Source: an optimization exercise on an open RTL-to-GDS flow (aim: small area, a short achievable clock period and few clock cycles). Production flows keep margins and buffers that such runs may drop.
In this exercise RTL edits were held to simulation tests only and were not proved equivalent to the original.
Power figures rest on the tool's default switching activity, not on a simulated workload.

==> flow/design.v <==
`default_nettype none
package mips_pkg;
   typedef logic [31:0] word_t;
   localparam logic [5:0] OP_RTYPE = 6'h00;
   localparam logic [5:0] OP_J     = 6'h02;
   localparam logic [5:0] OP_JAL   = 6'h03;
   localparam logic [5:0] OP_BEQ   = 6'h04;
   localparam logic [5:0] OP_BNE   = 6'h05;
   localparam logic [5:0] OP_ADDIU = 6'h09;
   localparam logic [5:0] OP_ORI   = 6'h0d;
   localparam logic [5:0] OP_LUI   = 6'h0f;
   localparam logic [5:0] FN_SLL     = 6'h00;
   localparam logic [5:0] FN_JR      = 6'h08;
   localparam logic [5:0] FN_SYSCALL = 6'h0c;
   localparam logic [5:0] FN_ADDU    = 6'h21;
   localparam logic [5:0] FN_SUBU    = 6'h23;
   localparam logic [5:0] FN_AND     = 6'h24;
   localparam logic [5:0] FN_OR      = 6'h25;
   localparam logic [5:0] FN_SLT     = 6'h2a;
endpackage
`default_nettype wire
`timescale 1ns/1ps
`default_nettype none
module mips_regfile (
   input  logic        clk,
   input  logic        rst,
   input  logic [4:0]  ra_i,
   input  logic [4:0]  rb_i,
   output logic [31:0] ra_o,
   output logic [31:0] rb_o,
   input  logic        we_i,
   input  logic [4:0]  wa_i,
   input  logic [31:0] wd_i,
   output logic [31:0] r31_o        
);
   logic [31:0] regs [1:31];
   logic [31:1] valid;
   always_ff @(posedge clk) begin
      for (int i = 1; i < 32; i++)
         if (we_i && wa_i == 5'(i))
            regs[i] <= wd_i;
   end
   always_ff @(posedge clk) begin
      if (rst)
         valid <= '0;
      else if (we_i && wa_i != 5'd0)
         valid[wa_i] <= 1'b1;
   end
   assign r31_o = valid[31] ? regs[31] : '0;
   always_comb begin
      ra_o = '0;
      rb_o = '0;
      for (int i = 1; i < 32; i++) begin
         if (ra_i == 5'(i) && valid[i]) ra_o = regs[i];
         if (rb_i == 5'(i) && valid[i]) rb_o = regs[i];
      end
   end
endmodule
`default_nettype wire
`timescale 1ns/1ps
`default_nettype none
module mips_core (
   input  logic        clk,
   input  logic        rst,
   output logic        cyc_o,
   output logic        stb_o,
   output logic        we_o,
   output logic [29:0] adr_o,
   output logic [3:0]  sel_o,
   output logic [31:0] dat_o,
   input  logic        ack_i,
   input  logic [31:0] dat_i,
   output logic        halted_o
);
   function automatic logic is_br(input logic [31:0] i);
      is_br = (i[31:26] == mips_pkg::OP_BEQ || i[31:26] == mips_pkg::OP_BNE);
   endfunction
   function automatic logic is_jmp(input logic [31:0] i);
      is_jmp = (i[31:26] == mips_pkg::OP_J || i[31:26] == mips_pkg::OP_JAL);
   endfunction
   function automatic logic is_jr(input logic [31:0] i);
      is_jr = (i[31:26] == mips_pkg::OP_RTYPE && i[5:0] == mips_pkg::FN_JR);
   endfunction
   function automatic logic is_sys(input logic [31:0] i);
      is_sys = (i[31:26] == mips_pkg::OP_RTYPE && i[5:0] == mips_pkg::FN_SYSCALL);
   endfunction
   function automatic logic [29:0] pred(input logic [31:0] i, input logic [29:0] pc4);
      if (is_jmp(i))
         pred = {pc4[29:26], i[25:0]};
      else if (is_br(i))
         pred = {pc4[29:10], pc4[9:0] + i[9:0]};
      else
         pred = pc4;
   endfunction
   logic        cyc_q;       
   logic        dk_q;        
   logic        we_q;
   logic [29:0] adr_q;
   logic [3:0]  sel_q;
   logic [31:0] dat_q;
   logic [1:0]  pclo_q;      
   logic        chk_q;       
   logic        bok_q;
   logic [31:0] ir_q;        
   logic [31:0] pc4_q;       
   logic        irv_q;       
   logic        x1_q;        
   logic        boot_q;      
   logic        halt_q;
   logic        x2_q;        
   logic [31:0] opa_q;
   logic [31:0] opb_q;       
   logic        f_add, f_cin, f_and, f_or, f_slt, f_sll, f_lui, f_jal;
   logic [4:0]  f_sh;
   logic        x2_wr;       
   logic [4:0]  x2_dest;     
   logic        m_st, m_ld, m_sign;
   logic [1:0]  m_size;      
   logic [1:0]  m_lsb;       
   logic        x2m_q;       
   logic        memp_q;      
   logic        dwait_q;     
   logic [31:0] res_q;       
   logic        x3_wr;
   logic [4:0]  x3_dest;
   logic [5:0] op, fn;
   logic [4:0] rs, rt, rd;
   assign op = ir_q[31:26];
   assign fn = ir_q[5:0];
   assign rs = ir_q[25:21];
   assign rt = ir_q[20:16];
   assign rd = ir_q[15:11];
   logic d_r, d_addu, d_subu, d_and, d_or, d_slt, d_sll, d_jr, d_sys;
   logic d_addiu, d_ori, d_lui, d_ld, d_st, d_jal;
   assign d_r     = (op == mips_pkg::OP_RTYPE);
   assign d_addu  = d_r && fn == mips_pkg::FN_ADDU;
   assign d_subu  = d_r && fn == mips_pkg::FN_SUBU;
   assign d_and   = d_r && fn == mips_pkg::FN_AND;
   assign d_or    = d_r && fn == mips_pkg::FN_OR;
   assign d_slt   = d_r && fn == mips_pkg::FN_SLT;
   assign d_sll   = d_r && fn == mips_pkg::FN_SLL;
   assign d_jr    = d_r && fn == mips_pkg::FN_JR;
   assign d_sys   = d_r && fn == mips_pkg::FN_SYSCALL;
   assign d_addiu = (op == mips_pkg::OP_ADDIU);
   assign d_ori   = (op == mips_pkg::OP_ORI);
   assign d_lui   = (op == mips_pkg::OP_LUI);
   assign d_ld    = (op == 6'h20 || op == 6'h21 || op == 6'h23 || op == 6'h24 || op == 6'h25);
   assign d_st    = (op == 6'h28 || op == 6'h29 || op == 6'h2b);
   assign d_jal   = (op == mips_pkg::OP_JAL);
   logic [31:0] ra, rb, wd, r31;
   logic [4:0]  wa;
   logic        we, ldw;
   mips_regfile u_regs (
      .clk  (clk),
      .rst  (rst),
      .ra_i (rs),
      .rb_i (rt),
      .ra_o (ra),
      .rb_o (rb),
      .we_i (we),
      .wa_i (wa),
      .wd_i (wd),
      .r31_o(r31)
   );
   logic [31:0] imm_sx;
   logic [4:0]  dest;
   logic [31:0] fa, fb;         
   logic [31:0] opa_d, opb_d;
   assign imm_sx = {{16{ir_q[15]}}, ir_q[15:0]};
   assign dest   = d_r ? rd : d_jal ? 5'd31 : rt;
   assign fa = (x3_wr && x3_dest == rs) ? res_q : ra;
   assign fb = (x3_wr && x3_dest == rt) ? res_q : rb;
   always_comb begin
      opa_d = fa;
      opb_d = fb;
      if (d_addiu) opb_d = imm_sx;
      else if (d_ori) opb_d = {16'h0000, ir_q[15:0]};
      else if (d_lui) opb_d = {ir_q[15:0], 16'h0000};
      else if (d_subu | d_slt) opb_d = ~fb;
   end
   logic [31:0] sum, alu;
   logic        lt;
   logic [31:0] daddr;
   assign sum = opa_q + opb_q + {31'd0, f_cin};
   assign lt  = (opa_q[31] == opb_q[31]) ? opa_q[31] : sum[31];
   assign alu = ({32{f_add}} & sum) |
                ({32{f_lui}} & opb_q) |
                ({32{f_jal}} & pc4_q) |
                ({32{f_and}} & (opa_q & opb_q)) |
                ({32{f_or}}  & (opa_q | opb_q)) |
                ({32{f_slt}} & {31'd0, lt}) |
                ({32{f_sll}} & (opb_q << f_sh));
   assign daddr = opa_q + imm_sx;
   logic [3:0]  st_sel;
   logic [31:0] st_dat;
   always_comb begin
      case (m_size)
         2'b00: begin
            st_sel = 4'b0001 << daddr[1:0];
            st_dat = {4{opb_q[7:0]}};
         end
         2'b01: begin
            st_sel = daddr[1] ? 4'b1100 : 4'b0011;
            st_dat = {2{opb_q[15:0]}};
         end
         default: begin
            st_sel = 4'b1111;
            st_dat = opb_q;
         end
      endcase
   end
   logic [7:0]  ld_b;
   logic [15:0] ld_h;
   logic [31:0] ld_val;
   always_comb begin
      case (m_lsb)
         2'd0: ld_b = dat_i[7:0];
         2'd1: ld_b = dat_i[15:8];
         2'd2: ld_b = dat_i[23:16];
         default: ld_b = dat_i[31:24];
      endcase
      ld_h = m_lsb[1] ? dat_i[31:16] : dat_i[15:0];
      case (m_size)
         2'b00:   ld_val = {{24{m_sign & ld_b[7]}}, ld_b};
         2'b01:   ld_val = {{16{m_sign & ld_h[15]}}, ld_h};
         default: ld_val = dat_i;
      endcase
   end
   assign ldw = dack & m_ld;
   assign we  = x3_wr | ldw;
   assign wa  = x3_dest;
   assign wd  = ldw ? ld_val : res_q;
   logic fack, dack, bus_free, squash;
   logic memp_d, x1_d, irv_d;
   logic dreq, open_data, f_new, f_old, open_fetch;
   logic [29:0] fadr;
   logic [29:0] adr1;
   assign adr1 = adr_q + 30'd1;
   logic [1:0]  fpclo;
   logic        fchk;
   assign fack     = cyc_q & ~dk_q & ack_i;
   assign dack     = cyc_q &  dk_q & ack_i;
   assign bus_free = ~cyc_q | ack_i;           
   logic [29:0] btgt;
   logic        c10, bok, taken;
   assign btgt  = pc4_q[31:2] + imm_sx[29:0];
   assign c10   = ({1'b0, pc4_q[11:2]} + {1'b0, ir_q[9:0]}) >> 10;
   assign bok   = (ir_q[15:10] == 6'h00 && !c10) || (ir_q[15:10] == 6'h3f && c10);
   assign taken = (opa_q == opb_q) != op[0];
   assign squash = fack & chk_q & (d_jr ? (opa_q != {adr_q, pclo_q}) : (~taken | ~bok_q));
   assign memp_d = (memp_q & ~dack) | (x1_q & (d_ld | d_st));
   assign irv_d  = (fack & ~squash) | (irv_q & ~x1_q);
   assign x1_d   = irv_d & ~memp_d & ~halt_q;
   assign dreq      = x2m_q | dwait_q;
   assign open_data = dreq & bus_free;
   assign f_new = fack & ~squash & x1_d & ~is_sys(dat_i);
   assign f_old = ~fack & irv_q & ~x1_q & x1_d & ~d_sys;
   assign open_fetch = ~halt_q & (f_new | f_old | squash | boot_q);
   always_comb begin
      fadr  = 30'd0;
      fpclo = pclo_q;
      fchk  = 1'b0;
      if (squash) begin
         if (d_jr) begin
            fadr  = opa_q[31:2];
            fpclo = opa_q[1:0];
         end else begin
            fadr  = taken ? btgt : pc4_q[31:2];
         end
      end else if (f_new) begin
         fadr = pred(dat_i, adr1);
         fchk = is_br(dat_i) | is_jr(dat_i);
         if (is_jmp(dat_i)) fpclo = 2'b00;
         if (is_jr(dat_i)) begin             
            fadr  = r31[31:2];
            fpclo = r31[1:0];
         end
      end else if (f_old) begin
         fadr = pred(ir_q, pc4_q[31:2]);
         fchk = is_br(ir_q) | d_jr;
         if (is_jmp(ir_q)) fpclo = 2'b00;
         if (d_jr) begin
            fadr  = r31[31:2];
            fpclo = r31[1:0];
         end
      end
   end
   always_ff @(posedge clk) begin
      if (rst) begin
         cyc_q   <= 1'b0;
         dk_q    <= 1'b0;
         we_q    <= 1'b0;
         chk_q   <= 1'b0;
         adr_q   <= '0;
         pclo_q  <= 2'b00;
         irv_q   <= 1'b0;
         x1_q    <= 1'b0;
         x2_q    <= 1'b0;
         x2m_q   <= 1'b0;
         x3_wr   <= 1'b0;
         memp_q  <= 1'b0;
         dwait_q <= 1'b0;
         halt_q  <= 1'b0;
         boot_q  <= 1'b1;
      end else begin
         boot_q  <= 1'b0;
         cyc_q   <= (cyc_q & ~ack_i) | open_fetch | open_data;
         if (open_data) begin
            dk_q  <= 1'b1;
            we_q  <= m_st;
            chk_q <= 1'b0;
            adr_q <= daddr[31:2];
         end else if (open_fetch) begin
            dk_q   <= 1'b0;
            we_q   <= 1'b0;
            chk_q  <= fchk;
            adr_q  <= fadr;
            pclo_q <= fpclo;
         end
         irv_q   <= irv_d;
         x1_q    <= x1_d;
         x2_q    <= x1_q;
         x2m_q   <= x1_q & (d_ld | d_st);
         x3_wr   <= x2_q & x2_wr;
         memp_q  <= memp_d;
         dwait_q <= dreq & ~bus_free;
         if (x1_q & d_sys)
            halt_q <= 1'b1;
      end
   end
   always_ff @(posedge clk) begin
      if (fack) begin
         ir_q  <= dat_i;
         pc4_q <= {adr1, pclo_q};
      end
      opa_q <= opa_d;
      opb_q <= opb_d;
      f_add <= d_addu | d_addiu | d_subu;
      f_cin <= d_subu | d_slt;
      f_and <= d_and;
      f_or  <= d_or | d_ori;
      f_lui <= d_lui;
      f_jal <= d_jal;
      f_slt <= d_slt;
      f_sll <= d_sll;
      f_sh  <= ir_q[10:6];
      bok_q <= bok;
      if (x1_q) begin
         x2_wr   <= (d_addu | d_subu | d_and | d_or | d_slt | d_sll |
                     d_addiu | d_ori | d_lui | d_jal) && dest != 5'd0;
         x2_dest <= dest;
         m_st    <= d_st;
         m_ld    <= d_ld;
         m_size  <= op[1:0];
         m_sign  <= ~op[2];
      end
      res_q   <= alu;
      x3_dest <= x2_dest;
      if (open_data) begin
         m_lsb <= daddr[1:0];
         sel_q <= st_sel;
         dat_q <= st_dat;
      end
   end
   assign cyc_o    = cyc_q;
   assign stb_o    = cyc_q;
   assign we_o     = we_q;
   assign adr_o    = adr_q;
   assign sel_o    = sel_q;
   assign dat_o    = dat_q;
   assign halted_o = halt_q;
endmodule
`default_nettype wire
`timescale 1ns/1ps
`default_nettype none
module mips_top (
   input  wire        clk,
   input  wire        rst,
   output wire        wb_cyc_o,
   output wire        wb_stb_o,
   output wire        wb_we_o,
   output wire [29:0] wb_adr_o,
   output wire [3:0]  wb_sel_o,
   output wire [31:0] wb_dat_o,
   input  wire        wb_ack_i,
   input  wire [31:0] wb_dat_i,
   output wire        halted_o
);
   mips_core u_core (
      .clk      (clk),
      .rst      (rst),
      .cyc_o    (wb_cyc_o),
      .stb_o    (wb_stb_o),
      .we_o     (wb_we_o),
      .adr_o    (wb_adr_o),
      .sel_o    (wb_sel_o),
      .dat_o    (wb_dat_o),
      .ack_i    (wb_ack_i),
      .dat_i    (wb_dat_i),
      .halted_o (halted_o)
   );
endmodule
`default_nettype wire
==> flow/flow/run.sh <==
#!/bin/bash
# Standard layout (standard synthesis unchanged), with repair_timing aiming for
# a setup slack margin so the achieved period shrinks. Full make output goes to
# flow_make.log; each ORFS step also keeps its own log under orfs/logs.
set -euo pipefail
MARGIN=$(cat flow/margin.txt)
bash standard.sh SETUP_SLACK_MARGIN=$MARGIN finish > flow_make.log 2>&1
==> flow/flow/margin.txt <==
8.2
==> flow/standard.sh <==
#!/bin/bash
# synth_recipe.tcl (not shown) runs the flow's synth.tcl, then flattens the netlist and writes it again
# the make line also repeats each setting of config.mk as NAME=value (left out here)
make -C /OpenROAD-flow-scripts/flow DESIGN_CONFIG=/design/flow/config.mk WORK_HOME=/design/flow/orfs CLKGATE_MAP_FILE= SYNTH_SCRIPT=/design/flow/synth_recipe.tcl "${@:-finish}"
==> flow/config.mk <==
export PLATFORM = sky130hd
export DESIGN_NAME = mips_top
export DESIGN_NICKNAME = mips_top
export VERILOG_FILES = /design/flow/design.v
export SDC_FILE = /design/flow/constraint.sdc
export NUM_CORES = 4
export LEC_CHECK = 0
export CAP_MARGIN = 20
export CORE_MARGIN = 2
export CORE_UTILIZATION = 30
export PLACE_DENSITY = 0.4
export SLEW_MARGIN = 20
==> flow/constraint.sdc <==
create_clock -name core_clock -period 12.0 [get_ports {clk}]
set_input_delay 2.4000 -clock core_clock [delete_from_list [all_inputs] [get_ports {clk}]]
set_output_delay 2.4000 -clock core_clock [all_outputs]
set_load 0.01 [all_outputs]
==> impl_metrics.json, run 1 <==
{
  "die-area_um2": 223000,
  "total_power_mw": 10.3,
  "clock-sinks": 1296,
  "min_path_type": "register to register",
  "grt-ovfl-total": 0,
  "slew_headroom_pct": 13.5,
  "drt-initial-drc-count": 10600,
  "end_kind": "register",
  "tightest_slew_ps": 1300,
  "ir_drop_mv": 0.135,
  "max_freq_ghz": 0.254,
  "fin_tns_setup_ps": 0,
  "root_buffer": "clkbuf_16",
  "drc": 0,
  "cp_max_fo": 5,
  "finalHoldViolCount": 0,
  "period_share_pct": 32.8,
  "initial_core_util_pct": 30.3,
  "cts_htree_levels": 4,
  "grt_antenna_before_repair": 34,
  "cts_tree": "built",
  "viasPerCell": 6.62,
  "numCtsBuffers": 155,
  "p_comb_share_pct": 6.7,
  "synth_area_um2": 65800,
  "p_sw_share_pct": 25.5,
  "gp_congestion": 0.956,
  "synth.largest_area_cell": "edfxtp_1",
  "switchingPower_mw": 2.63,
  "syn-num-nets": 6145,
  "hold_ws_ps": 346,
  "clock_power_share_pct": 45.8,
  "grt_setup_unrepaired": "yes",
  "synth-seq-cells": 1296,
  "wl_per_cell_um": 44.7,
  "seq_power_share_pct": 47.5,
  "core_um2": 218000,
  "routed_wl_mm": 418,
  "clk_latency_ps": 870,
  "cap_violations": 0,
  "ios": 105,
  "synth_edf_count": 1105,
  "clk_pin_slew_ps": 60,
  "required_ps": 12700,
  "fill_cells": 21100,
  "async_flop_share_pct": 0,
  "syn_avg_cell_area_um2": 11.0,
  "grt_pass1_vias": 57500,
  "final_cell_count_no_fill": 9356,
  "ys_types": 98,
  "firstDrtPassIters": 8,
  "yosys_most_used_dff": "edfxtp_1",
  "synth.area.top_cells": "edfxtp_1, dfxtp_1, a22oi_1, a21oi_1, ha_1",
  "nets": 6555,
  "layout-area-overhead-vs-synth_pct": 25.3,
  "period_minus_slack_ps": 3940,
  "ys_warn_count": 3,
  "dr_total_vias": 61900,
  "antenna_left": 0,
  "synth_common_cells": "edfxtp_1, a22oi_1, nand2_1",
  "path_class": "primary input to register",
  "cp.arrival_ps": 4640,
  "p_int_mw": 7.69,
  "placedCellCount": 8708,
  "yosysTopAreaCellShare_pct": 50.4,
  "drv_slew": 0,
  "hpwl_mm": 253,
  "cts-hold-fix-buffers": 0,
  "powerDensity_nw_per_um2": 125,
  "setup_viol": 0,
  "critPathLaunchType": "primary input",
  "cellLeakagePower_nw": 30.4,
  "skew_ps": 64.0,
  "grt_usage_pct": 36.1,
  "yosysSeqAreaShare_pct": 56.2,
  "outcome": "finished clean",
  "synth.most_common_cell": "edfxtp_1",
  "grt_pass1_wl_mm": 544,
  "rows": 171,
  "io_buffer_count": 104,
  "die_h_um": 472,
  "drive_above_1_share_pct": 21.5,
  "grt_max_degree": 70,
  "max-clock-path-buffers": 3,
  "die_x_um": 472,
  "syn_inst": 5959
}
==> metal layers <==
layer / part of all wire (%) / wire [µm] / vias up / GRT usage [%]
met5: 0.094 / 391 / - / 0
met4: 8.0 / 33500 / 28 / 23.0
met3: 13 / 52500 / 1313 / 12.6
met2: 42 / 176000 / 4827 / 53.3
met1: 37 / 156000 / 31300 / 44.7
li1: - / - / 24400 / -
==> flip-flops by register name, summed over array words and instances, names as in the netlist, 2 cells and up <==
name and cells:
u_core.u_regs.regs 992, u_core.dat_q 32, u_core.ir_q 32, u_core.opa_q 32
u_core.opb_q 32, u_core.pc4_q 32, u_core.res_q 32, u_core.u_regs.valid 31
u_core.adr_q 30, u_core.f_sh 5, u_core.x2_dest 5, u_core.x3_dest 5
u_core.sel_q 4, u_core.m_lsb 2, u_core.m_size 2, u_core.pclo_q 2
==> final cells by class <==
cell class | instances | area [µm²] | area share [%]
flip-flops and latches | 1296 | 37300 | 45.2
multi-input cells | 4157 | 29900 | 36.2
repair buffers | 645 | 6360 | 7.71
clock buffers | 189 | 4070 | 4.93
well taps | 2854 | 3570 | 4.33
clock inverters | 88 | 873 | 1.06
inverters | 114 | 460 | 0.558
diodes | 13 | 32.5 | 0.0394
==> repair_timing <==
item,4_1_cts,5_1_grt
setup endpoints to repair,2203,836
buffers inserted,210,95
cloned,46,7
pin swaps,106,63
resized for setup,912,206
==> critical path, cell delays in order <==
cell and delay, ps:
buf_12 110, buf_4 130, buf_8 120, nor4b_4 320
and3_4 260, nand2_4 70, a21o_1 190, nand2_4 90
buf_12 110, a31oi_4 150, nand2_4 210, a211o_1 150
a21oi_2 50, a2111oi_2 270
==> metrics by stage <==
| step | setup slack, ps | cell area, µm² | util [%] |
|---|---|---|---|
| 2_1_floorplan | 6820 | 66700 | - |
| 4_1_cts | 8030 | 80700 | 37.1 |
| 3_5_place_dp | 5730 | 71500 | 32.8 |
| 6_report | 8060 | 82500 | 37.9 |
| 3_3_place_gp | 5790 | 71400 | 32.8 |
| 5_1_grt | 7940 | 82500 | 37.9 |
==> cell usage in the layout (no fill, tap or decap), types with 60 or more instances in the layout <==
| master | n |
|---|---|
| o21ai_0 | 303 |
| buf_2 | 74 |
| inv_1 | 100 |
| xor2_1 | 109 |
| mux2i_1 | 95 |
| buf_4 | 353 |
| nand2_1 | 412 |
| ha_1 | 119 |
| a21oi_1 | 355 |
| dfxtp_1 | 114 |
| nand3_1 | 190 |
| a221oi_1 | 98 |
| buf_6 | 97 |
| nor3_1 | 107 |
| clkbuf_16 | 160 |
| nand4_1 | 76 |
| edfxtp_1 | 1105 |
| and3_1 | 88 |
| dfxtp_4 | 60 |
| xnor2_1 | 60 |
| a22oi_1 | 471 |
| o22ai_1 | 135 |
| nor2_1 | 362 |
==> final timing paths <==
path	startpoint	end	slack (ps)	cells past startpoint
setup / recovery	wb_dat_i[0]	u_core.adr_q[22]	8060	14
hold / removal	u_core.x2_dest[3]	u_core.x3_dest[3]	350	0
hold reg to reg	u_core.x2_dest[3]	u_core.x3_dest[3]	350	0
setup reg to reg	u_core.ir_q[5]	u_core.adr_q[29]	8100	12
==> logic make-up after synthesis <==
group	count (synthesis)	synth area share, %
AOI/OAI and AO/OA	2062	21.3
DFF	1296	56.2
muxes	120	2.12
adders and majority gates	151	2.93
buffers and inverters	544	3.21
xor gates and xnor gates	172	2.29
and+or+nand+nor	1614	11.9
==> power groups by stage <==
stage               clock [mW]  combinational (mW)  sequential [mW]
floorplan                    0               0.297             4.98
global placement             0               0.496             5.03
detailed placement           0               0.492             5.03
CTS                       4.75               0.628             4.91
global route              4.92               0.711             4.90
finish                    4.73               0.687             4.91
Testbench counts, summed over its fixed seeds: cycles 65,900.
==> run 2: changes to the inputs <==
--- a/flow/design.v
+++ b/flow/design.v
@@ -226,7 +226,7 @@
          default: ld_val = dat_i;
       endcase
    end
-   assign ldw = dack & m_ld;
+   assign ldw = cyc_q & dk_q & ~we_q;
    assign we  = x3_wr | ldw;
    assign wa  = x3_dest;
    assign wd  = ldw ? ld_val : res_q;
==> impl_metrics.json, run 2 <==
{
  "outcome": "finished clean",
  "cts_tree": "built",
  "ios": 105,
  "nets": 6466,
  "path_class": "register to register",
  "grt_usage_pct": 35.5,
  "cts-hold-fix-buffers": 0,
  "largest-register": "u_core.u_regs.regs",
  "max_freq_ghz": 0.244,
  "skew_ps": 38.9,
  "die-area_um2": 223000,
  "grt-ovfl-total": 0,
  "drt-initial-drc-count": 9763,
  "mostFrequentLayoutCell": "edfxtp_1",
  "root_buffer": "clkbuf_16",
  "p_int_mw": 7.92,
  "mostFrequentLayoutCells": "edfxtp_1, a22oi_1, nand2_1, nor2_1, buf_4",
  "die_h_um": 472,
  "synth_area_um2": 65700,
  "syn_avg_cell_area_um2": 11.0,
  "drc": 0,
  "slew_headroom_pct": 23.2,
  "yosys_most_used_dff": "edfxtp_1",
  "yosysSeqAreaShare_pct": 56.3,
  "syn-num-nets": 6154,
  "syn_inst": 5968,
  "drv_slew": 0,
  "ys_types": 98,
  "ir_drop_mv": 0.134,
  "layout-area-overhead-vs-synth_pct": 23.0,
  "io_buffer_count": 104,
  "synth-seq-cells": 1295,
  "firstDrtPassIters": 8,
  "numCtsBuffers": 153,
  "clk_pin_slew_ps": 60,
  "required_ps": 12780,
  "core_um2": 217000,
  "switchingPower_mw": 2.54,
  "grt_pass1_vias": 56800,
  "critPathLaunchType": "register",
  "finalHoldViolCount": 0,
  "die_x_um": 472,
  "viasPerCell": 6.59,
  "powerDensity_nw_per_um2": 129,
  "cp_max_fo": 15,
  "initial_core_util_pct": 30.2,
  "p_sw_share_pct": 24.3,
  "end_kind": "register",
  "setup_viol": 0,
  "rows": 171,
  "p_comb_share_pct": 6.3,
  "max-clock-path-buffers": 3,
  "synth.area.top_cells": "edfxtp_1, dfxtp_1, a22oi_1, a21oi_1, ha_1",
  "cellLeakagePower_nw": 27.3,
  "synth.largest_area_cell": "edfxtp_1",
  "async_flop_share_pct": 0,
  "period_minus_slack_ps": 4100,
  "drive_above_1_share_pct": 19.7,
  "grt_antenna_before_repair": 37,
  "hpwl_mm": 248,
  "wl_per_cell_um": 44.6,
  "clk_latency_ps": 870,
  "synth_common_cells": "edfxtp_1, a22oi_1, nor2_1",
  "clock_power_share_pct": 46.8,
  "grt_setup_unrepaired": "yes",
  "seq_power_share_pct": 46.9,
  "yosysTopAreaCellShare_pct": 50.5,
  "gp_congestion": 0.982,
  "cap_violations": 0,
  "dr_total_vias": 61100,
  "routed_wl_mm": 414,
  "largest_reg_flops": 992,
  "ys_warn_count": 3,
  "placedCellCount": 8702,
  "final_util_pct": 37.2,
  "grt_max_degree": 68,
  "grt_pass1_wl_mm": 533,
  "period_share_pct": 34.2,
  "final_cell_count_no_fill": 9274,
  "antenna_left": 0,
  "cts_htree_levels": 4,
  "cp.arrival_ps": 4880,
  "tightest_slew_ps": 1150,
  "min_path_type": "register to register",
  "synth.most_common_cell": "edfxtp_1",
  "clock-sinks": 1295,
  "synth_edf_count": 1104,
  "fin_tns_setup_ps": 0
}
## run 2: metal layers
metal	share of wire, %	up-vias	GRT usage (%)
met5	0.022	-	0
met4	8.5	14	24.5
met3	12	1266	10.3
met2	43	4945	53.8
met1	37	30700	43.4
li1	-	24200	-
## run 2: path summary, 6_finish.rpt
kind / start / to / slack (ps) / depth (start not counted)
hold reg to reg: u_core.x2_dest[0] / u_core.x3_dest[0] / 340 / 0
setup reg to reg: u_core.u_regs.valid[4] / u_core.opb_q[18] / 7900 / 10
hold / removal: u_core.x2_dest[0] / u_core.x3_dest[0] / 340 / 0
setup / recovery: u_core.u_regs.valid[4] / u_core.opb_q[18] / 7900 / 10
## run 2: area by class of cell
cell class | count | area (µm²)
Antenna cell | 13 | 32.5
Clock buffer | 200 | 4140
Clock inverter | 82 | 997
Fill cell | 21300 | 137000
Inverter | 116 | 453
Multi-Input combinational cell | 4151 | 29200
Sequential cell | 1295 | 37200
Tap cell | 2854 | 3570
Timing Repair Buffer | 563 | 5260
## run 2: power by group through the flow
| stage | Sequential, mW | Clock [mW] | Combinational [mW] |
|---|---|---|---|
| detailed placement | 5.02 | 0 | 0.494 |
| global placement | 5.03 | 0 | 0.498 |
| global route | 4.90 | 5.10 | 0.676 |
| finish | 4.91 | 4.90 | 0.657 |
| CTS | 4.91 | 4.94 | 0.594 |
| floorplan | 4.98 | 0 | 0.288 |
## run 2: kinds of logic after synthesis
family / after synthesis / synth area share [%]
compound gates: 2050 / 21.2
buf+inv: 549 / 3.29
mux: 104 / 1.94
flops: 1295 / 56.3
fa+ha+maj: 151 / 2.93
xor+xnor: 173 / 2.31
simple gates: 1646 / 12.1
## run 2: timing repair
item	4_1_cts	5_1_grt
endpoints found under the setup margin	1248	714
gates cloned	31	13
resized for setup	702	193
buffers inserted	156	76
pin swaps	63	72
## run 2: per-stage QoR
stage               total power, mW  area (µm²)  setup slack [ps]  hold slack, ps
floorplan                      5.27       66300              6930             323
global placement               5.52       71300              5260             326
detailed placement             5.52       71300              5200             331
CTS                            10.4       79200              8030             341
global route                   10.7       80800              8020             343
finish                         10.5       80800              7900             337
## run 2: worst max-delay path: stages, from the launching register on
cell	delay (ps)
dfxtp_1	730
nor3b_2	770
and2_2	950
a22oi_1	260
nand3_1	190
nor4_4	90
a2bb2oi_2	190
o21ai_2	410
xnor2_1	170
nor2_1	80
o21ai_1	170
Testbench counts of run 2, summed over its fixed seeds: cycles 65,900.
==> run 3: changes to the inputs <==
--- a/flow/design.v
+++ b/flow/design.v
@@ -173,7 +173,7 @@
    always_comb begin
       opa_d = fa;
       opb_d = fb;
-      if (d_addiu) opb_d = imm_sx;
+      if (d_addiu | d_ld | d_st) opb_d = imm_sx;
       else if (d_ori) opb_d = {16'h0000, ir_q[15:0]};
       else if (d_lui) opb_d = {ir_q[15:0], 16'h0000};
       else if (d_subu | d_slt) opb_d = ~fb;
@@ -190,22 +190,22 @@
                 ({32{f_or}}  & (opa_q | opb_q)) |
                 ({32{f_slt}} & {31'd0, lt}) |
                 ({32{f_sll}} & (opb_q << f_sh));
-   assign daddr = opa_q + imm_sx;
+   assign daddr = sum;
    logic [3:0]  st_sel;
    logic [31:0] st_dat;
    always_comb begin
       case (m_size)
          2'b00: begin
             st_sel = 4'b0001 << daddr[1:0];
-            st_dat = {4{opb_q[7:0]}};
+            st_dat = {4{rb[7:0]}};
          end
          2'b01: begin
             st_sel = daddr[1] ? 4'b1100 : 4'b0011;
-            st_dat = {2{opb_q[15:0]}};
+            st_dat = {2{rb[15:0]}};
          end
          default: begin
             st_sel = 4'b1111;
-            st_dat = opb_q;
+            st_dat = rb;
          end
       endcase
    end
--- a/flow/config.mk
+++ b/flow/config.mk
@@ -7,6 +7,6 @@
 export LEC_CHECK = 0
 export CAP_MARGIN = 20
 export CORE_MARGIN = 2
-export CORE_UTILIZATION = 30
+export CORE_UTILIZATION = 35
 export PLACE_DENSITY = 0.4
 export SLEW_MARGIN = 20
==> impl_metrics.json, run 3 <==
{
  "outcome": "finished clean",
  "critPathMostFrequentCell": "buf_6",
  "firstDrtPassIters": 9,
  "grt-ovfl-total": 0,
  "worstPathCellList": "buf_12, ha_4, fa_2, a21o_1, a21oi_2, buf_4, buf_6, buf_6, buf_6, xnor2_2, nand2_1, o21ai_2, a211oi_2, a211oi_2, a21oi_1, a21oi_1, nor2_1",
  "drt-initial-drc-count": 9656,
  "switchingPower_mw": 2.56,
  "max_freq_ghz": 0.249,
  "cp_max_fo": 2,
  "dr_total_vias": 60400,
  "ys_warn_count": 3,
  "synth.largest_area_cell": "edfxtp_1",
  "syn-num-nets": 5984,
  "antenna_left": 0,
  "ys_types": 93,
  "cellLeakagePower_nw": 28.5,
  "top_layer": "met5",
  "wl_per_cell_um": 47.0,
  "worst_path_largest_cell_delay_ps": 360,
  "synth.area.top_cells": "edfxtp_1, a22oi_1, dfxtp_1, a21oi_1, nor2_1",
  "grt_max_degree": 62,
  "cts_htree_levels": 4,
  "drc": 0,
  "finalHoldViolCount": 0,
  "yosysSeqAreaShare_pct": 57.0,
  "numCtsBuffers": 153,
  "largest-register": "u_core.u_regs.regs",
  "fin_ws_ps": 7990,
  "setup_viol": 0,
  "critPathLaunchType": "primary input",
  "period_share_pct": 33.4,
  "slew_headroom_pct": 10.6,
  "path_class": "primary input to register",
  "period_minus_slack_ps": 4010,
  "synth_area_um2": 64800,
  "final_util_pct": 44.3,
  "clock_power_share_pct": 46.1,
  "end_kind": "register",
  "syn_inst": 5830,
  "fin_area_um2": 81200,
  "nets": 6392,
  "wl_met1_mm": 153,
  "synth.most_common_cell": "edfxtp_1",
  "grt_setup_unrepaired": "yes",
  "pre_cts_slack_ps": 5520,
  "dr_wl_met2_mm": 182,
  "cts-hold-fix-buffers": 0,
  "largest_reg_flops": 992,
  "clk_latency_ps": 840,
  "p_int_mw": 7.86,
  "p_comb_share_pct": 6.7,
  "hpwl_mm": 263,
  "seq_power_share_pct": 47.2,
  "grt_antenna_before_repair": 29,
  "rows": 157,
  "clk_pin_slew_ps": 60,
  "placed_cell_area_um2": 69800,
  "critPathBufInv": 5,
  "max-clock-path-buffers": 3,
  "p_sw_share_pct": 24.6,
  "root_buffer": "clkbuf_16",
  "die_x_um": 434,
  "required_ps": 12750,
  "die-area_um2": 189000,
  "mostFrequentLayoutCell": "edfxtp_1",
  "cts_tree": "built",
  "yosys_most_used_dff": "edfxtp_1",
  "clock-sinks": 1295,
  "mostFrequentLayoutCells": "edfxtp_1, a22oi_1, buf_4, nor2_1, nand2_1",
  "layout-area-overhead-vs-synth_pct": 25.3,
  "ir_drop_mv": 0.147,
  "crit_slowest_cell": "fa_2",
  "synth_common_cells": "edfxtp_1, a22oi_1, nor2_1",
  "grt_pass1_vias": 56000,
  "synth-seq-cells": 1295,
  "grt_usage_pct": 42.8,
  "io_buffer_count": 104,
  "met3_length_mm": 42.9,
  "viasPerCell": 6.83,
  "skew_ps": 32.2,
  "ios": 105,
  "drive_above_1_share_pct": 23.4,
  "synth_edf_count": 1104,
  "drv_slew": 0,
  "initial_core_util_pct": 35.3,
  "powerDensity_nw_per_um2": 128,
  "tightest_slew_ps": 1330,
  "async_flop_share_pct": 0,
  "routed_wl_mm": 415,
  "crit_family": "compound AO/OA/AOI/OAI gates",
  "core_um2": 183000,
  "die_h_um": 434,
  "syn_avg_cell_area_um2": 11.1,
  "grt_pass1_wl_mm": 536,
  "cp.arrival_ps": 4760,
  "gp_congestion": 0.994,
  "cap_violations": 0,
  "min_path_type": "register to register",
  "yosysTopAreaCellShare_pct": 51.1,
  "fin_tns_setup_ps": 0
}
[run 3: cell families after synthesis]
family / synth area share (%)
AOI/OAI and AO/OA: 20.7
and+or+nand+nor: 11.9
DFF: 57.0
buffers and inverters: 3.53
xor gates and xnor gates: 2.26
adders and majority gates: 2.34
muxes: 2.16
[run 3: what timing repair did]
item	4_1_cts	5_1_grt
setup endpoints to repair	1224	876
setup buffers	232	90
gates cloned	31	7
resized for setup	872	283
pin swaps	144	123
endpoints found under the hold margin	0	0
[run 3: through the flow]
stage	hold WS, ps	std cells	power, mW
final	341	8845	10.4
after global placement	324	8184	5.55
after CTS	345	8730	10.4
after floorplan	323	5830	5.27
after detailed placement	330	8184	5.54
after global routing	362	8832	10.6
[run 3: final timing paths]
path                           from                 to  cells after the start  slack (ps)
setup / recovery        wb_dat_i[0]    u_core.adr_q[4]                     17        7990
hold / removal    u_core.x2_dest[1]  u_core.x3_dest[1]                      0         340
setup reg to reg    u_core.ir_q[25]    u_core.opa_q[2]                     12        8080
hold reg to reg   u_core.x2_dest[1]  u_core.x3_dest[1]                      0         340
[run 3: metal layers]
layer / GRT usage, % / vias up
met3: 11.2 / 1159
met1: 52.1 / 30900
met4: 32.1 / 2
li1: - / 23900
met5: 0 / -
met2: 65.3 / 4472
[run 3: power by group through the flow]
stage / sequential, mW / clock (mW) / combinational [mW]
2_1_floorplan: 4.98 / 0 / 0.283
3_3_place_gp: 5.04 / 0 / 0.510
3_5_place_dp: 5.04 / 0 / 0.506
4_1_cts: 4.91 / 4.82 / 0.632
5_1_grt: 4.91 / 4.98 / 0.717
6_report: 4.91 / 4.80 / 0.702
[run 3: worst reg2reg max path, stage by stage (launching register included)]
cell and delay [ps]:
edfxtp_1 360, buf_4 200, buf_4 160, nor3b_4 340, and3_4 520, buf_4 500, a22oi_1 270, nand3_1 150
a21oi_1 70, o21ai_0 240, a21oi_1 130, o21ai_1 590, a31o_2 320
[run 3: area by class of cell]
type                            instances  area (µm²)
Clock inverter                         71         661
Multi-Input combinational cell       3993       29000
Sequential cell                      1295       37200
Inverter                              127         499
Clock buffer                          212        4330
Fill cell                           17400      102000
Tap cell                             2464        3080
Antenna cell                           15        37.5
Timing Repair Buffer                  668        6470
Testbench counts of run 3, summed over its fixed seeds: cycles 65,900.
==> run 4: changes to the inputs <==
--- a/flow/config.mk
+++ b/flow/config.mk
@@ -7,6 +7,9 @@
 export LEC_CHECK = 0
 export CAP_MARGIN = 20
 export CORE_MARGIN = 2
-export CORE_UTILIZATION = 35
+export CORE_UTILIZATION = 30
+export CTS_BUF_LIST = sky130_fd_sc_hd__clkbuf_8 sky130_fd_sc_hd__clkbuf_16
+export CTS_CLUSTER_DIAMETER = 60
+export CTS_CLUSTER_SIZE = 20
 export PLACE_DENSITY = 0.4
 export SLEW_MARGIN = 20
==> impl_metrics.json, run 4 <==
{
  "outcome": "finished clean",
  "synth.largest_area_cell": "edfxtp_1",
  "ir_drop_mv": 0.112,
  "wl_per_cell_um": 45.7,
  "cts_htree_levels": 4,
  "antenna_left": 0,
  "nets": 6357,
  "clock-sinks": 1295,
  "grt_pass1_wl_mm": 540,
  "grt_max_degree": 66,
  "io_buffer_count": 104,
  "tightest_slew_ps": 1300,
  "max-clock-path-buffers": 3,
  "required_ps": 12720,
  "firstDrtPassIters": 9,
  "critPathLaunchType": "primary input",
  "core_um2": 215000,
  "drc": 0,
  "layout-area-overhead-vs-synth_pct": 25.9,
  "path_class": "primary input to register",
  "powerDensity_nw_per_um2": 131,
  "hold_ws_ps": 351,
  "clk_pin_slew_ps": 60,
  "grt_setup_unrepaired": "yes",
  "cp.arrival_ps": 4700,
  "numCtsBuffers": 146,
  "yosysTopAreaCellShare_pct": 51.1,
  "p_comb_share_pct": 6.5,
  "slew_headroom_pct": 13.5,
  "grt_antenna_before_repair": 30,
  "synth.most_common_cell": "edfxtp_1",
  "largest-register": "u_core.u_regs.regs",
  "die_x_um": 469,
  "min_path_type": "register to register",
  "viasPerCell": 6.61,
  "largest_reg_flops": 992,
  "syn_inst": 5830,
  "cts_tree": "built",
  "cts-hold-fix-buffers": 0,
  "rows": 170,
  "finalHoldViolCount": 0,
  "root_buffer": "clkbuf_16",
  "fin_tns_setup_ps": 0,
  "ys_warn_count": 3,
  "yosysSeqAreaShare_pct": 57.0,
  "die_h_um": 469,
  "skew_ps": 57.6,
  "mostFrequentLayoutCells": "edfxtp_1, a22oi_1, nor2_1, nand2_1, buf_4",
  "setup_viol": 0,
  "dr_total_vias": 60700,
  "seq_power_share_pct": 45.9,
  "async_flop_share_pct": 0,
  "synth-seq-cells": 1295,
  "grt_usage_pct": 36.8,
  "total_power_mw": 10.7,
  "hpwl_mm": 263,
  "p_int_mw": 7.95,
  "grt_pass1_vias": 56200,
  "ys_types": 93,
  "syn_avg_cell_area_um2": 11.1,
  "yosys_most_used_dff": "edfxtp_1",
  "initial_core_util_pct": 30.2,
  "ios": 105,
  "grt-ovfl-total": 0,
  "drt-initial-drc-count": 10700,
  "placedCellCount": 8566,
  "drive_above_1_share_pct": 23.4,
  "cellLeakagePower_nw": 28.6,
  "switchingPower_mw": 2.75,
  "max_freq_ghz": 0.251,
  "clock_power_share_pct": 47.6,
  "clk_latency_ps": 870,
  "synth.area.top_cells": "edfxtp_1, a22oi_1, dfxtp_1, a21oi_1, nor2_1",
  "cp_max_fo": 2,
  "mostFrequentLayoutCell": "edfxtp_1",
  "synth_area_um2": 64800,
  "drv_slew": 0,
  "die-area_um2": 220000,
  "p_sw_share_pct": 25.7,
  "routed_wl_mm": 419,
  "period_minus_slack_ps": 3990,
  "gp_congestion": 0.981,
  "synth_common_cells": "edfxtp_1, a22oi_1, nor2_1",
  "period_share_pct": 33.2,
  "synth_edf_count": 1104,
  "syn-num-nets": 5984,
  "end_kind": "register",
  "cap_violations": 0,
  "final_cell_count_no_fill": 9175
}
[run 4: cell types whose count changed in the layout (fill, tap and decap cells not counted), moves of 10 or more]
cell,delta
buf_4,-32
clkbuf_1,-43
clkinv_1,-21
clkinv_2,-15
clkinv_4,+14
inv_6,+23
inv_8,+15
o21ai_0,+10
[run 4: path summary, 6_finish.rpt]
check                    startpoint                 to  slack [ps]  cells after the start
setup reg to reg    u_core.opa_q[3]    u_core.adr_q[6]        8050                     17
hold reg to reg   u_core.x2_dest[0]  u_core.x3_dest[0]         350                      0
setup / recovery        wb_dat_i[0]    u_core.adr_q[8]        8010                     13
hold / removal    u_core.x2_dest[0]  u_core.x3_dest[0]         350                      0
[run 4: metrics by stage]
step / cell area, µm² / util (%) / worst slack, ps
global placement: 70300 / 32.8 / 5830
CTS: 79600 / 37.1 / 8060
detailed placement: 70300 / 32.8 / 5770
global route: 81600 / 38.0 / 7950
finish: 81600 / 38.0 / 8010
floorplan: 65300 / - / 6850
[run 4: cell type report]
class | instances | area (µm²)
Sequential cell | 1295 | 37200
Inverter | 127 | 494
Clock buffer | 161 | 3980
Antenna cell | 10 | 25.0
Multi-Input combinational cell | 3995 | 28700
Tap cell | 2838 | 3550
Fill cell | 20800 | 133000
Timing Repair Buffer | 638 | 6270
Clock inverter | 111 | 1400
[run 4: worst max-delay path, cell delays in order]
cell and delay [ps]:
buf_12 110, ha_4 150, fa_2 340, a21o_1 200, a21oi_2 180, o21bai_2 120
a2111oi_4 310, nor3_1 100, xnor2_1 160, a21oi_1 120, a32oi_1 230, a31oi_1 110
a21o_1 160
[run 4: kinds of logic after synthesis]
family | after synthesis | synth area share (%)
fa+ha+maj | 119 | 2.34
xor+xnor | 167 | 2.26
mux | 118 | 2.16
compound gates | 1965 | 20.7
buf+inv | 569 | 3.53
simple gates | 1597 | 11.9
flops | 1295 | 57.0
[run 4: repair_timing]
action,CTS,global route
buffers inserted,202,82
pin swaps,118,99
gates resized for setup,825,264
setup endpoints to repair,1188,661
gates cloned,32,10
[run 4: power by group through the flow]
stage	clock network, mW	registers, mW	logic (mW)
2_1_floorplan	0	4.98	0.283
3_3_place_gp	0	5.04	0.505
3_5_place_dp	0	5.04	0.501
4_1_cts	5.13	4.91	0.627
5_1_grt	5.29	4.91	0.713
6_report	5.09	4.91	0.695
[run 4: metal layers]
layer | global-route usage [%] | vias to the layer above | share of wire (%)
li1 | - | 23800 | -
met1 | 45.0 | 30800 | 37
met2 | 55.6 | 4746 | 43
met3 | 10.6 | 1274 | 11
met4 | 25.7 | 12 | 8.6
met5 | 0 | - | 0.028
==> run 5: changes to the inputs <==
--- a/flow/config.mk
+++ b/flow/config.mk
@@ -8,8 +8,8 @@
 export CAP_MARGIN = 20
 export CORE_MARGIN = 2
 export CORE_UTILIZATION = 30
-export CTS_BUF_LIST = sky130_fd_sc_hd__clkbuf_8 sky130_fd_sc_hd__clkbuf_16
-export CTS_CLUSTER_DIAMETER = 60
+export CTS_BUF_LIST = sky130_fd_sc_hd__clkbuf_16
+export CTS_CLUSTER_DIAMETER = 100
 export CTS_CLUSTER_SIZE = 20
 export PLACE_DENSITY = 0.4
 export SLEW_MARGIN = 20
==> impl_metrics.json, run 5 <==
{
  "grt_setup_unrepaired": "yes",
  "mostFrequentLayoutCell": "edfxtp_1",
  "period_share_pct": 33.4,
  "worstPathCellList": "buf_8, nand2_4, or2_4, clkinvlp_4, nand2_2, a31o_4, or2_4, buf_6, a31oi_4, buf_12, nand2_8, nor3_4, o221a_2, nor3_2",
  "cellLeakagePower_nw": 27.3,
  "gp_congestion": 0.981,
  "layout-area-overhead-vs-synth_pct": 22.1,
  "synth_area_um2": 64800,
  "routed_wl_mm": 417,
  "synth.most_common_cell": "edfxtp_1",
  "skew_ps": 45.3,
  "grt_usage_pct": 36.5,
  "cts_htree_levels": 3,
  "drc": 0,
  "ios": 105,
  "end_kind": "register",
  "syn_inst": 5830,
  "antenna_left": 0,
  "ir_drop_mv": 0.0934,
  "worst_path_largest_cell_delay_ps": 290,
  "die_h_um": 469,
  "grt_pass1_wl_mm": 537,
  "synth_common_cells": "edfxtp_1, a22oi_1, nor2_1",
  "wl_per_cell_um": 46.1,
  "rows": 170,
  "required_ps": 12630,
  "drive_above_1_share_pct": 21.8,
  "initial_core_util_pct": 30.2,
  "io_buffer_count": 104,
  "finalHoldViolCount": 0,
  "crit_family": "simple AND/OR/NAND/NOR gates",
  "grt-ovfl-total": 0,
  "synth_compound_area_share_pct": 20.7,
  "cp.arrival_ps": 4640,
  "clk_pin_slew_ps": 90,
  "synthXorXnorAreaFrac_pct": 2.26,
  "fin_tns_setup_ps": 0,
  "mostFrequentLayoutCells": "edfxtp_1, a22oi_1, nor2_1, nand2_1, buf_4",
  "numCtsBuffers": 84,
  "min_path_type": "register to register",
  "path_class": "primary input to register",
  "cts_tree": "built",
  "critPathMostFrequentCell": "or2_4",
  "synthMuxAreaShare_pct": 2.16,
  "final_util_pct": 36.9,
  "synth_edf_count": 1104,
  "synth-seq-cells": 1295,
  "outcome": "finished clean",
  "die_x_um": 469,
  "largest-register": "u_core.u_regs.regs",
  "crit_slowest_cell": "or2_4",
  "syn_avg_cell_area_um2": 11.1,
  "clock-sinks": 1295,
  "yosysSeqAreaShare_pct": 57.0,
  "yosys_most_used_dff": "edfxtp_1",
  "dr_total_vias": 60100,
  "hold_ws_ps": 357,
  "max_freq_ghz": 0.250,
  "grt_antenna_before_repair": 24,
  "root_buffer": "clkbuf_16",
  "nets": 6300,
  "firstDrtPassIters": 10,
  "drt-initial-drc-count": 10100,
  "syn-num-nets": 5984,
  "largest_reg_flops": 992,
  "synth.area.top_cells": "edfxtp_1, a22oi_1, dfxtp_1, a21oi_1, nor2_1",
  "synth_top_family_by_area": "compound AO/OA/AOI/OAI gates",
  "async_flop_share_pct": 0,
  "critPathLaunchType": "primary input",
  "cp_max_fo": 8,
  "setup_viol": 0,
  "yosys.area_share.simple_pct": 11.9,
  "clk_latency_ps": 780,
  "synth.largest_area_cell": "edfxtp_1",
  "synthAdderAreaFrac_pct": 2.34,
  "hpwl_mm": 263,
  "tightest_slew_ps": 1310,
  "die-area_um2": 220000,
  "max-clock-path-buffers": 3,
  "hp-start": "u_core.x2_dest[0]",
  "cp-startpoint": "wb_ack_i",
  "critPathBufInv": 4,
  "yosysTopAreaCellShare_pct": 51.1,
  "ys_types": 93,
  "drv_slew": 0,
  "ys_warn_count": 3,
  "grt_pass1_vias": 55500,
  "fill_cells": 21000,
  "period_minus_slack_ps": 4010,
  "powerDensity_nw_per_um2": 111,
  "grt_max_degree": 66,
  "cap_violations": 0,
  "core_um2": 215000,
  "viasPerCell": 6.65,
  "r2r_start": "u_core.ir_q[28]",
  "slew_headroom_pct": 12.3
}
-- run 5: logic make-up (layout without fill, tap and decap cells) --
group,count (synthesis),count (layout)
flops,1295,1295
fa+ha+maj,119,119
buf+inv,569,905
simple gates,1597,1600
mux,118,118
compound gates,1965,1990
xor+xnor,167,167
other cells,0,18
-- run 5: cell type report --
type | instances | area (µm²) | area share (%)
inverter | 127 | 498 | 0.629
clock buffer | 86 | 2150 | 2.72
tap | 2838 | 3550 | 4.49
sequential | 1295 | 37200 | 47.0
antenna | 18 | 45.0 | 0.0569
clock inverter | 48 | 372 | 0.470
multi-input combinational | 3994 | 28800 | 36.4
timing repair buffer | 644 | 6510 | 8.23
-- run 5: path summary, 6_finish.rpt --
check                            to  slack [ps]  depth (start not counted)
hold reg to reg   u_core.x3_dest[0]         360                          0
setup / recovery   u_core.pclo_q[0]        7990                         14
hold / removal    u_core.x3_dest[0]         360                          0
setup reg to reg   u_core.pclo_q[0]        8030                         11
-- run 5: metal layers --
metal / GRT usage, % / vias up / routed length [µm]
li1: - / 23600 / -
met1: 44.8 / 30800 / 155000
met2: 55.7 / 4642 / 181000
met3: 9.87 / 1169 / 45100
met4: 25.3 / 4 / 35500
met5: 0 / - / 20
-- run 5: power by group --
part | total [mW] | switching (mW) | internal [mW]
Sequential | 4.91 | 0.0570 | 4.85
Combinational | 0.700 | 0.457 | 0.242
Clock | 3.14 | 1.78 | 1.36
-- run 5: through the flow --
stage,instances,instance area (µm²),setup slack (ps),total power [mW]
after global routing,9038,79100,7870,8.92
after CTS,8946,76900,7960,8.69
after detailed placement,8566,70300,5770,5.54
after global placement,8566,70300,5830,5.54
after floorplan,5830,65300,6850,5.27
final,9050,79100,7990,8.74
-- run 5: timing repair --
item / 4_1_cts / 5_1_grt
gates resized for setup: 806 / 324
setup endpoints to repair: 1283 / 723
hold buffers: 0 / 0
pin swaps: 103 / 93
setup buffers: 211 / 75
cloned: 35 / 9
endpoints found under the hold margin: 0 / 0
==> run 6: changes to the inputs <==
==> flow/flow/margin.txt (replaced) <==
8.0
==> impl_metrics.json, run 6 <==
{
  "synth.largest_area_cell": "edfxtp_1",
  "wl_per_cell_um": 46.5,
  "rr_endpoint": "u_core.opa_q[7]",
  "ys_types": 93,
  "cts_htree_levels": 3,
  "core_um2": 215000,
  "ir_drop_mv": 0.100,
  "placedCellCount": 8556,
  "drt-initial-drc-count": 9820,
  "skew_ps": 68.3,
  "period_share_pct": 35.1,
  "r2r_start": "u_core.ir_q[23]",
  "synth.most_common_cell": "edfxtp_1",
  "outcome": "finished clean",
  "ios": 105,
  "slew_headroom_pct": 20.7,
  "switchingPower_mw": 2.28,
  "seq_power_share_pct": 56.8,
  "synth_edf_count": 1104,
  "synth_common_cells": "edfxtp_1, a22oi_1, nor2_1",
  "grt_setup_unrepaired": "yes",
  "nets": 6175,
  "mostFrequentLayoutCells": "edfxtp_1, a22oi_1, nor2_1, nand2_1, a21oi_1",
  "yosysTopAreaCellShare_pct": 51.1,
  "clock-sinks": 1295,
  "drive_above_1_share_pct": 17.9,
  "p_int_mw": 6.38,
  "reg2reg_depth": 11,
  "clock_power_share_pct": 35.5,
  "r2r_slack_ps": 7790,
  "mostFrequentLayoutCell": "edfxtp_1",
  "fin_tns_setup_ps": 0,
  "grt_pass1_vias": 54700,
  "finalHoldViolCount": 0,
  "syn-num-nets": 5984,
  "layout-area-overhead-vs-synth_pct": 19.4,
  "io_buffer_count": 104,
  "cp_max_fo": 29,
  "p_sw_share_pct": 26.3,
  "multiInputGateArea_um2": 28400,
  "path_class": "register to register",
  "hold_depth": 0,
  "period_minus_slack_ps": 4210,
  "firstDrtPassIters": 10,
  "numCtsBuffers": 81,
  "min_to": "u_core.x3_dest[3]",
  "synth_area_um2": 64800,
  "root_buffer": "clkbuf_16",
  "final_cell_count_no_fill": 8927,
  "grt_max_degree": 65,
  "critPathLaunchType": "register",
  "largest_reg_flops": 992,
  "ys_warn_count": 3,
  "p_comb_share_pct": 7.7,
  "cellLeakagePower_nw": 26.6,
  "drc": 0,
  "grt_antenna_before_repair": 32,
  "die_x_um": 469,
  "cap_violations": 0,
  "ff_latch_area_um2": 37100,
  "drv_slew": 0,
  "hp-start": "u_core.x2_dest[3]",
  "powerDensity_nw_per_um2": 112,
  "synth-seq-cells": 1295,
  "async_flop_share_pct": 0,
  "largest-register": "u_core.u_regs.regs",
  "gp_congestion": 1.00,
  "fill_cells": 21100,
  "grt_pass1_wl_mm": 535,
  "grt_usage_pct": 36.4,
  "yosys_most_used_dff": "edfxtp_1",
  "yosysSeqAreaShare_pct": 57.0,
  "hpwl_mm": 265,
  "max_freq_ghz": 0.237,
  "viasPerCell": 6.64,
  "initial_core_util_pct": 30.2,
  "end_kind": "register",
  "required_ps": 12670,
  "synth.area.top_cells": "edfxtp_1, a22oi_1, dfxtp_1, a21oi_1, nor2_1",
  "cp.arrival_ps": 4880,
  "die_h_um": 469,
  "syn_inst": 5830,
  "clk_latency_ps": 800,
  "rows": 170,
  "antenna_left": 0,
  "dr_total_vias": 59300,
  "tightest_slew_ps": 1180,
  "die-area_um2": 220000,
  "max-clock-path-buffers": 3,
  "clk_pin_slew_ps": 100,
  "routed_wl_mm": 415,
  "grt-ovfl-total": 0,
  "cts_tree": "built",
  "min_path_type": "register to register",
  "setup_viol": 0,
  "syn_avg_cell_area_um2": 11.1
}
==> run 6: layout make-up <==
cell class                 count  share of cell area, %
tap                         2838                   4.59
clock inverter                54                  0.540
multi-input combinational   3992                   36.7
inverter                     127                  0.630
timing repair buffer         524                   6.89
clock buffer                  82                   2.65
antenna                       15                 0.0485
sequential                  1295                   47.9
==> run 6: power groups by stage <==
stage / sequential, mW / combinational [mW] / clock (mW)
after floorplan: 4.98 / 0.282 / 0
after global placement: 5.04 / 0.523 / 0
after detailed placement: 5.04 / 0.519 / 0
after CTS: 4.92 / 0.606 / 3.09
after global routing: 4.92 / 0.684 / 3.23
final: 4.92 / 0.666 / 3.07
==> run 6: kinds of logic (layout without fill, tap and decap cells) <==
kind of cell	Yosys count	count (layout)	share of synthesized area, %
muxes	118	118	2.16
buffers and inverters	569	787	3.53
and+or+nand+nor	1597	1599	11.9
adders and majority gates	119	119	2.34
xor gates and xnor gates	167	167	2.26
other	0	15	0
AOI/OAI and AO/OA	1965	1989	20.7
DFF	1295	1295	57.0
==> run 6: layer usage <==
layer	GRT usage [%]	routed length [µm]	part of all wire (%)	vias to the layer above
li1	-	-	-	23300
met1	45.5	158000	38	30600
met2	55.9	182000	44	4310
met3	8.73	41700	10	1065
met4	24.4	33400	8.0	10
met5	0	60	0.014	-
==> run 6: metrics by stage <==
step           setup slack (ps)  power [mW]  area (µm²)  hold WS (ps)  util, %
2_1_floorplan              6850        5.27       65300           323        -
3_3_place_gp               5050        5.56       70200           326     32.7
3_5_place_dp               4980        5.55       70300           327     32.7
4_1_cts                    7790        8.61       75900           351     35.4
5_1_grt                    7850        8.83       77400           361     36.1
6_report                   7790        8.66       77400           347     36.1
==> run 6: worst max-delay path by stage <==
| stage | start | to | slack (ps) | depth (start not counted) |
|---|---|---|---|---|
| 2_1_floorplan | wb_ack_i | u_core.adr_q[17] | 6850 | 14 |
| 3_3_place_gp | wb_ack_i | u_core.adr_q[7] | 5050 | 14 |
| 3_5_place_dp | wb_ack_i | u_core.adr_q[7] | 4980 | 14 |
| 4_1_cts | wb_dat_i[1] | u_core.adr_q[7] | 7790 | 12 |
| 5_1_grt | wb_dat_i[0] | u_core.adr_q[8] | 7850 | 13 |
| 6_report | u_core.ir_q[23] | u_core.opa_q[7] | 7790 | 11 |
==> run 6: critical path, cell delays in order, from the launching register on <==
cell and delay, ps:
edfxtp_1 600, and2_1 250, buf_4 200, and3_1 330, nor3_2 260, buf_6 510
nand3_1 130, a21oi_1 750, o21ai_0 310, a21oi_1 250, o21ai_0 140, a31o_2 290
==> run 6: what timing repair did <==
action	in CTS	in global routing
cloned	30	6
setup endpoints to repair	1153	621
gates resized for setup	527	204
buffers inserted	132	52
hold buffers	0	0
pin swaps	89	70
==> run 7: changes to the inputs <==
==> flow/flow/margin.txt (replaced) <==
8.2
--- a/flow/config.mk
+++ b/flow/config.mk
@@ -13,3 +13,4 @@
 export CTS_CLUSTER_SIZE = 20
 export PLACE_DENSITY = 0.4
 export SLEW_MARGIN = 20
+export TNS_END_PERCENT = 30
==> impl_metrics.json, run 7 <==
{
  "async_flop_share_pct": 0,
  "routed_wl_mm": 411,
  "slew_headroom_pct": 17.1,
  "finalHoldViolCount": 0,
  "grt_antenna_before_repair": 33,
  "hold_depth": 0,
  "drv_slew": 0,
  "final_util_pct": 36.7,
  "yosysSeqAreaShare_pct": 57.0,
  "fill_cells": 21000,
  "largest_reg_flops": 992,
  "die_h_um": 469,
  "cp_max_fo": 2,
  "cp-startpoint": "wb_dat_i[0]",
  "drt-initial-drc-count": 9632,
  "syn_avg_cell_area_um2": 11.1,
  "cts-hold-fix-buffers": 0,
  "outcome": "finished clean",
  "top_layer": "met5",
  "min_to": "u_core.x3_dest[0]",
  "wl_met1_mm": 154,
  "ys_types": 93,
  "rows": 170,
  "required_ps": 12670,
  "yosysTopAreaCellShare_pct": 51.1,
  "synth.most_common_cell": "edfxtp_1",
  "cp.arrival_ps": 4710,
  "root_buffer": "clkbuf_16",
  "path_class": "primary input to register",
  "ir_drop_mv": 0.107,
  "fin_tns_setup_ps": 0,
  "period_share_pct": 33.7,
  "period_minus_slack_ps": 4040,
  "mostFrequentLayoutCells": "edfxtp_1, a22oi_1, nor2_1, nand2_1, buf_4",
  "viasPerCell": 6.66,
  "synth_common_cells": "edfxtp_1, a22oi_1, nor2_1",
  "core_um2": 215000,
  "ys_warn_count": 3,
  "reg2reg_depth": 12,
  "hpwl_mm": 260,
  "dr_total_vias": 60100,
  "synth-seq-cells": 1295,
  "tightest_slew_ps": 1240,
  "grt_pass1_wl_mm": 526,
  "clk_latency_ps": 790,
  "setup_viol": 0,
  "grt_max_degree": 65,
  "grt_setup_unrepaired": "yes",
  "max-clock-path-buffers": 3,
  "cts_htree_levels": 3,
  "layout-area-overhead-vs-synth_pct": 21.6,
  "wl_per_cell_um": 45.5,
  "syn_inst": 5830,
  "die-area_um2": 220000,
  "hp-start": "u_core.x2_dest[0]",
  "synth_edf_count": 1104,
  "multiInputGateArea_um2": 28500,
  "grt_pass1_vias": 55300,
  "r2r_start": "u_core.ir_q[19]",
  "drive_above_1_share_pct": 20.7,
  "gp_congestion": 1.03,
  "syn-num-nets": 5984,
  "cts_tree": "built",
  "mostFrequentLayoutCell": "edfxtp_1",
  "yosys_most_used_dff": "edfxtp_1",
  "cellLeakagePower_nw": 27.3,
  "end_kind": "register",
  "firstDrtPassIters": 8,
  "antenna_left": 0,
  "r2r_slack_ps": 8000,
  "drc": 0,
  "grt-ovfl-total": 0,
  "synth.area.top_cells": "edfxtp_1, a22oi_1, dfxtp_1, a21oi_1, nor2_1",
  "powerDensity_nw_per_um2": 110,
  "ios": 105,
  "max_freq_ghz": 0.247,
  "met3_length_mm": 42.3,
  "largest-register": "u_core.u_regs.regs",
  "dr_wl_met2_mm": 177,
  "io_buffer_count": 104,
  "ff_latch_area_um2": 37200,
  "min_path_type": "register to register",
  "grt_usage_pct": 35.6,
  "cap_violations": 0,
  "clk_pin_slew_ps": 100,
  "numCtsBuffers": 81,
  "initial_core_util_pct": 30.2,
  "die_x_um": 469,
  "synth_area_um2": 64800,
  "synth.largest_area_cell": "edfxtp_1",
  "skew_ps": 48.1,
  "critPathLaunchType": "primary input",
  "rr_endpoint": "u_core.dat_q[29]",
  "clock-sinks": 1295,
  "nets": 6274
}
## run 7: cell counts after synthesis
Identical to the previous run, type by type.
## run 7: power breakdown
part           internal, mW  switching, mW
clock network          1.32           1.77
logic                 0.233          0.438
registers              4.85         0.0642
## run 7: kinds of logic after synthesis
logic type | after synthesis | share of synthesized area [%]
adders and majority gates | 119 | 2.34
AOI/OAI and AO/OA | 1965 | 20.7
xor gates and xnor gates | 167 | 2.26
muxes | 118 | 2.16
buffers and inverters | 569 | 3.53
DFF | 1295 | 57.0
and+or+nand+nor | 1597 | 11.9
## run 7: worst max-delay path, stage by stage
cell and delay (ps):
buf_8 100, ha_4 160, fa_2 340, a21o_1 210, a21oi_2 180, o21bai_2 130, a2111oi_4 330, nor3_2 70
xnor2_1 230, a21oi_2 100, a32oi_1 200, a31oi_1 110, a21o_1 160
## run 7: cell type report
| class | instances | share of cell area, % |
|---|---|---|
| diodes | 19 | 0.0603 |
| well taps | 2838 | 4.51 |
| clock inverters | 47 | 0.483 |
| clock buffers | 84 | 2.67 |
| repair buffers | 635 | 8.34 |
| inverters | 127 | 0.627 |
| multi-input cells | 3980 | 36.1 |
| flip-flops and latches | 1295 | 47.2 |
## run 7: repair_timing
item	in CTS	in global routing
setup buffers	171	101
endpoints found under the hold margin	0	0
resized for setup	681	300
gates cloned	22	17
pin swaps	107	98
endpoints found under the setup margin	1194	976
## run 7: routing by layer
layer	vias up	GRT usage [%]
li1	23500	-
met1	30600	44.8
met2	4777	53.9
met3	1236	8.43
met4	12	24.7
met5	-	0.0866
## run 7: how the worst max path moves through the flow
stage / to
6_report: u_core.adr_q[8]
5_1_grt: u_core.adr_q[6]
4_1_cts: wb_dat_o[17]
3_5_place_dp: u_core.pclo_q[1]
3_3_place_gp: u_core.pclo_q[1]
2_1_floorplan: u_core.adr_q[17]
## run 7: through the flow
| step | cell area, µm² | instances | hold slack, ps | power, mW | setup slack, ps |
|---|---|---|---|---|---|
| 3_5_place_dp | 70200 | 8564 | 327 | 5.54 | 5970 |
| 2_1_floorplan | 65100 | 5830 | 323 | 5.26 | 6850 |
| 5_1_grt | 78800 | 9006 | 369 | 8.85 | 7890 |
| 6_report | 78800 | 9025 | 367 | 8.68 | 7960 |
| 3_3_place_gp | 70200 | 8563 | 353 | 5.54 | 5930 |
| 4_1_cts | 76400 | 8888 | 369 | 8.63 | 7970 |

-- re-timing with driven ports --
In the flow no input, the clock included, has a driving cell. The finished layouts below were timed again as built, in two steps. Step 1 assumes that a clkbuf_16 drives the clock port and a buf_2 every other input. Step 2 also shifts input and output timing later by t, the mid clock arrival at the registers, as if the neighbouring blocks saw the same clock. a / b / c = ideal ports / drivers / drivers and shift; a / b = the first two.
run | t, ns | setup WS [ns] | cell pins on the clock port's net
run 1 | 0.926 | 8.059 / 8.089 / 7.173 | 1
run 2 | 0.935 | 7.898 / 7.898 / 7.148 | 1
run 3 | 0.918 | 7.992 / 7.994 / 7.121 | 1
run 4 | 0.939 | 8.014 / 8.020 / 7.082 | 1
run 5 | 0.845 | 7.992 / 7.996 / 7.150 | 1
run 6 | 0.854 | 7.785 / 7.785 / 7.082 | 1
run 7 | 0.858 | 7.957 / 7.950 / 7.092 | 1
After both steps every run listed still meets setup and hold. The setup slack of run 4, which loses most, moves by +0.006 ns with the drivers and by -0.932 ns with both steps.
